From an optimization exercise on the open Yosys and OpenROAD flow, aimed at small area, a short achievable clock period and few clock cycles per item; shortcuts taken in it are not production practice. Only simulation tests tie the RTL to the original design; equivalence was not proved.

Setup of red:
// inclusive_day_count_between_dates
module inclusive_day_count_between_dates #(
	parameter int unsigned MAX_YEAR = 9999
) (
	input  logic        clk,
	input  logic        arst_n,
	input  logic        dates_valid,
	output logic        dates_ready,
	input  logic [4:0]  dates_start_day,
	input  logic [3:0]  dates_start_month,
	input  logic [13:0] dates_start_year,
	input  logic [4:0]  dates_end_day,
	input  logic [3:0]  dates_end_month,
	input  logic [13:0] dates_end_year,
	output logic        result_valid,
	input  logic        result_ready,
	output logic [21:0] result_day_count,
	output logic        result_order_error
);
Settings: LEC_CHECK=0, CAP_MARGIN=20, CORE_MARGIN=2, CORE_UTILIZATION=40, CTS_BUF_LIST=sky130_fd_sc_hd__clkbuf_16, SETUP_SLACK_MARGIN=5, SLEW_MARGIN=20, SYNTH_HIERARCHICAL=1; clock period 10.0 ns.
standard.sh (not shown) runs the stock make flow with config.mk's settings and CLKGATE_MAP_FILE= SYNTH_SCRIPT=/design/flow/synth_recipe.tcl, a recipe that flattens the netlist after the stock synthesis.
==> flow/flow/run.sh <==
#!/bin/bash
# The standard layout (the standard.sh, unchanged synthesis), with the
# port buffers made from the smallest buffer cell instead of the default
# choice; the resizer still upsizes them where timing needs it. ORFS writes
# each step's full log under orfs/logs; make's own output goes to
# standard.log.
set -uo pipefail
bash standard.sh "BUFFER_PORTS_ARGS=-buffer_cell sky130_fd_sc_hd__buf_1" finish > standard.log 2>&1
Testbench counts of red, summed over its fixed seeds: cycles 3,216, items 3,200.
Relative to red, the following input files were edited for blue:
# red
export LEC_CHECK = 0
export CAP_MARGIN = 20
export CORE_MARGIN = 2
export CORE_UTILIZATION = 40
export CTS_BUF_LIST = sky130_fd_sc_hd__clkbuf_16
export SETUP_SLACK_MARGIN = 5
export SLEW_MARGIN = 20
export SYNTH_HIERARCHICAL = 1
create_clock -name core_clock -period 10.0 [get_ports {clk}]
# blue
export LEC_CHECK = 0
export CAP_MARGIN = 20
export CORE_MARGIN = 2
export CORE_UTILIZATION = 40
export CTS_BUF_LIST = sky130_fd_sc_hd__clkbuf_8
export SETUP_SLACK_MARGIN = 5
export SLEW_MARGIN = 20
export SYNTH_HIERARCHICAL = 1
create_clock -name core_clock -period 10.0 [get_ports {clk}]
Notes after the runs:
Compared with red, in blue setup slack rose 0.0060 ns, area growth from synthesis to layout fell 1.1 points, worst relative slew slack fell 0.29 points. blue was carried through to the last stage, and its layout satisfied the timing, design-rule and antenna checks.
The following lists how green was set up differently from blue:
# blue
export LEC_CHECK = 0
export CAP_MARGIN = 20
export CORE_MARGIN = 2
export CORE_UTILIZATION = 40
export CTS_BUF_LIST = sky130_fd_sc_hd__clkbuf_8
export SETUP_SLACK_MARGIN = 5
export SLEW_MARGIN = 20
export SYNTH_HIERARCHICAL = 1
create_clock -name core_clock -period 10.0 [get_ports {clk}]
# green
export LEC_CHECK = 0
export CAP_MARGIN = 5
export CORE_MARGIN = 2
export CORE_UTILIZATION = 40
export CTS_BUF_LIST = sky130_fd_sc_hd__clkbuf_8
export SETUP_SLACK_MARGIN = 5
export SLEW_MARGIN = 5
export SYNTH_HIERARCHICAL = 1
create_clock -name core_clock -period 10.0 [get_ports {clk}]
==> comparison <==
- Going from blue to green, global placer's final weighted congestion comparable, synthesized area comparable, via count of the first global-routing pass comparable.
- From blue to green, first-pass GRT wire length did not move at all.

========
## before
Another version of the RTL of inclusive_day_count_between_dates (not shown whole).
// inclusive_day_count_between_dates
module inclusive_day_count_between_dates #(
	parameter int unsigned MAX_YEAR = 9999
) (
	input  logic        clk,
	input  logic        arst_n,
	input  logic        dates_valid,
	output logic        dates_ready,
	input  logic [4:0]  dates_start_day,
	input  logic [3:0]  dates_start_month,
	input  logic [13:0] dates_start_year,
	input  logic [4:0]  dates_end_day,
	input  logic [3:0]  dates_end_month,
	input  logic [13:0] dates_end_year,
	output logic        result_valid,
	input  logic        result_ready,
	output logic [21:0] result_day_count,
	output logic        result_order_error
);
clock: 10.0 ns
lec_check: 0
cap_margin: 20
core_margin: 2
core_utilization: 40
cts_buf_list: sky130_fd_sc_hd__clkbuf_8
setup_slack_margin: 5
slew_margin: 20
synth_hierarchical: 1
Scripts as last shown in full above: flow/flow/run.sh
Testbench counts of before, summed over its fixed seeds: cycles 3,216, items 3,200.
### before -> after
==> flow/flow/run.sh <==
#!/bin/bash
# The standard layout (the standard.sh, unchanged synthesis), with the
# port buffers made from the smallest buffer cell instead of the default
# choice (the resizer still upsizes them where timing needs it), and the
# resizer's setup target 5.15 ns below the clock period instead of 5. ORFS writes
# each step's full log under orfs/logs; make's own output goes to
# standard.log.
set -uo pipefail
bash standard.sh "BUFFER_PORTS_ARGS=-buffer_cell sky130_fd_sc_hd__buf_1" SETUP_SLACK_MARGIN=5.15 finish > standard.log 2>&1
## What came out
- before leaves less setup margin than after.
- Note that the non-clock buffer count in the final layout recorded for before amounts to 0.817 times the value seen in after.
- When the final numbers for before and after were put side by side, the largest incremental delay on the critical path turned out to be smaller in before.
- Diff before -> after | final area | increase of 190 um2
- Sort before and after by final-layout clock-cell area share desc -> top: before
- Per the comparison of after with before, count of filler cells inserted in the layout fell by about 2.1%; wire length reported by the detailed router climbed about 1.5%; routability congestion estimate held steady.

========
## lane 1
Another version of the RTL of inclusive_day_count_between_dates (not shown whole).
Size: roughly 9400 sq um of cells after synthesis.
clock: 10.0 ns
lec_check: 0
cap_margin: 20
core_margin: 2
core_utilization: 40
cts_buf_list: sky130_fd_sc_hd__clkbuf_8
setup_slack_margin: 5
slew_margin: 20
synth_hierarchical: 1
==> flow/flow/run.sh <==
#!/bin/bash
# The standard layout (the standard.sh, unchanged synthesis), with the
# port buffers made from the smallest buffer cell instead of the default
# choice; the resizer still upsizes them where timing needs it. ORFS writes
# each step's full log under orfs/logs; make's own output goes to
# standard.log.
set -uo pipefail
bash standard.sh "BUFFER_PORTS_ARGS=-buffer_cell sky130_fd_sc_hd__buf_1" SETUP_SLACK_MARGIN=5.4 finish > standard.log 2>&1
Testbench counts of lane 1, summed over its fixed seeds: cycles 3,216, items 3,200.
For lane 2, these inputs were changed with respect to lane 1:
--- a/flow/flow/run.sh
+++ b/flow/flow/run.sh
@@ -6,3 +6,3 @@
 # standard.log.
 set -uo pipefail
-bash standard.sh "BUFFER_PORTS_ARGS=-buffer_cell sky130_fd_sc_hd__buf_1" SETUP_SLACK_MARGIN=5.4 finish > standard.log 2>&1
+bash standard.sh "BUFFER_PORTS_ARGS=-buffer_cell sky130_fd_sc_hd__buf_1" finish > standard.log 2>&1
Results
Per the final summary, lane 1 finished and its layout is clean on timing, DRC and antenna. Lane 2 went all the way through the flow, and no timing, DRC or antenna check failed. Going from lane 1 to lane 2, routed wire length shrank by a little under 10%. Lower final instance area goes to lane 2 over lane 1.

========
## 07-04
inclusive_day_count_between_dates again, from the RTL that the note above started with.
clock: 10.0 ns
lec_check: 0
cap_margin: 20
core_margin: 2
core_utilization: 65
cts_buf_list: sky130_fd_sc_hd__clkbuf_8
place_density: 0.75
setup_slack_margin: 5
slew_margin: 20
synth_hierarchical: 1
==> flow/flow/run.sh <==
#!/bin/bash
# The standard layout (the standard.sh, unchanged synthesis), with the
# port buffers made from the smallest buffer cell instead of the default
# choice; the resizer still upsizes them where timing needs it. ORFS writes
# each step's full log under orfs/logs; make's own output goes to
# standard.log.
set -uo pipefail
bash standard.sh "BUFFER_PORTS_ARGS=-buffer_cell sky130_fd_sc_hd__buf_1" finish > standard.log 2>&1
07-04 went all the way through synthesis, placement and routing and the layout is clean on timing, DRC and antenna.
Testbench counts of 07-04, summed over its fixed seeds: cycles 3,216, items 3,200.
## Diff of input files: 03-21 against 07-04
- a deleted PLACE_DENSITY that had been 0.75
- a change of SETUP_SLACK_MARGIN from 5 to 4.2
- a change of CORE_UTILIZATION from 65 to 40
Setup slack: 03-21 worse than 07-04
Per the comparison of 03-21 with 07-04, via count of the first global-routing pass went down by 12%, total area of multi-input combinational cells went down by 2.5%.

==> separate check: timing with driven ports <==
How much do the figures lean on ideal ports? The routed layouts below were timed once more, with nothing changed but the port constraints. Step 1 (the two cells are an assumption about what drives the block):
set clk [get_ports {clk}]
set_driving_cell -lib_cell sky130_fd_sc_hd__clkbuf_16 $clk
set_driving_cell -lib_cell sky130_fd_sc_hd__buf_2 [delete_from_list [all_inputs] $clk]
Step 2 moves the port delays by t, midway between the first and last clock arrival at a register: inputs arrive t later, outputs are due t later. That takes back most of the time a late clock gives input paths. Slacks: ideal / step 1 / step 2; pairs: ideal / step 1.
run | t, ns | setup slack, ns | clock arrival spread, ns | cell pins on the clock port's net
red | 0.367 | 5.016 / 5.016 / 4.709 | 0.012 / 0.011 | 1
blue | 0.390 | 5.022 / 5.022 / 4.721 | 0.017 / 0.017 | 1
green | 0.390 | 5.022 / 5.022 / 4.721 | 0.017 / 0.017 | 1
before | 0.382 | 5.138 / 5.138 / 4.794 | 0.013 / 0.013 | 1
after | 0.369 | 5.280 / 5.280 / 4.946 | 0.011 / 0.012 | 1
lane 1 | 0.394 | 5.145 / 5.145 / 4.778 | 0.016 / 0.016 | 1
lane 2 | 0.387 | 5.012 / 5.012 / 4.708 | 0.012 / 0.011 | 1
07-04 | 0.386 | 4.847 / 4.847 / 4.684 | 0.016 / 0.015 | 1
03-21 | 0.400 | 4.640 / 4.640 / 4.348 | 0.007 / 0.007 | 1
After both steps every run listed still meets setup and hold. For lane 1, which loses most, drivers alone change the setup slack by 0.000 ns; drivers and shift together by -0.367 ns.
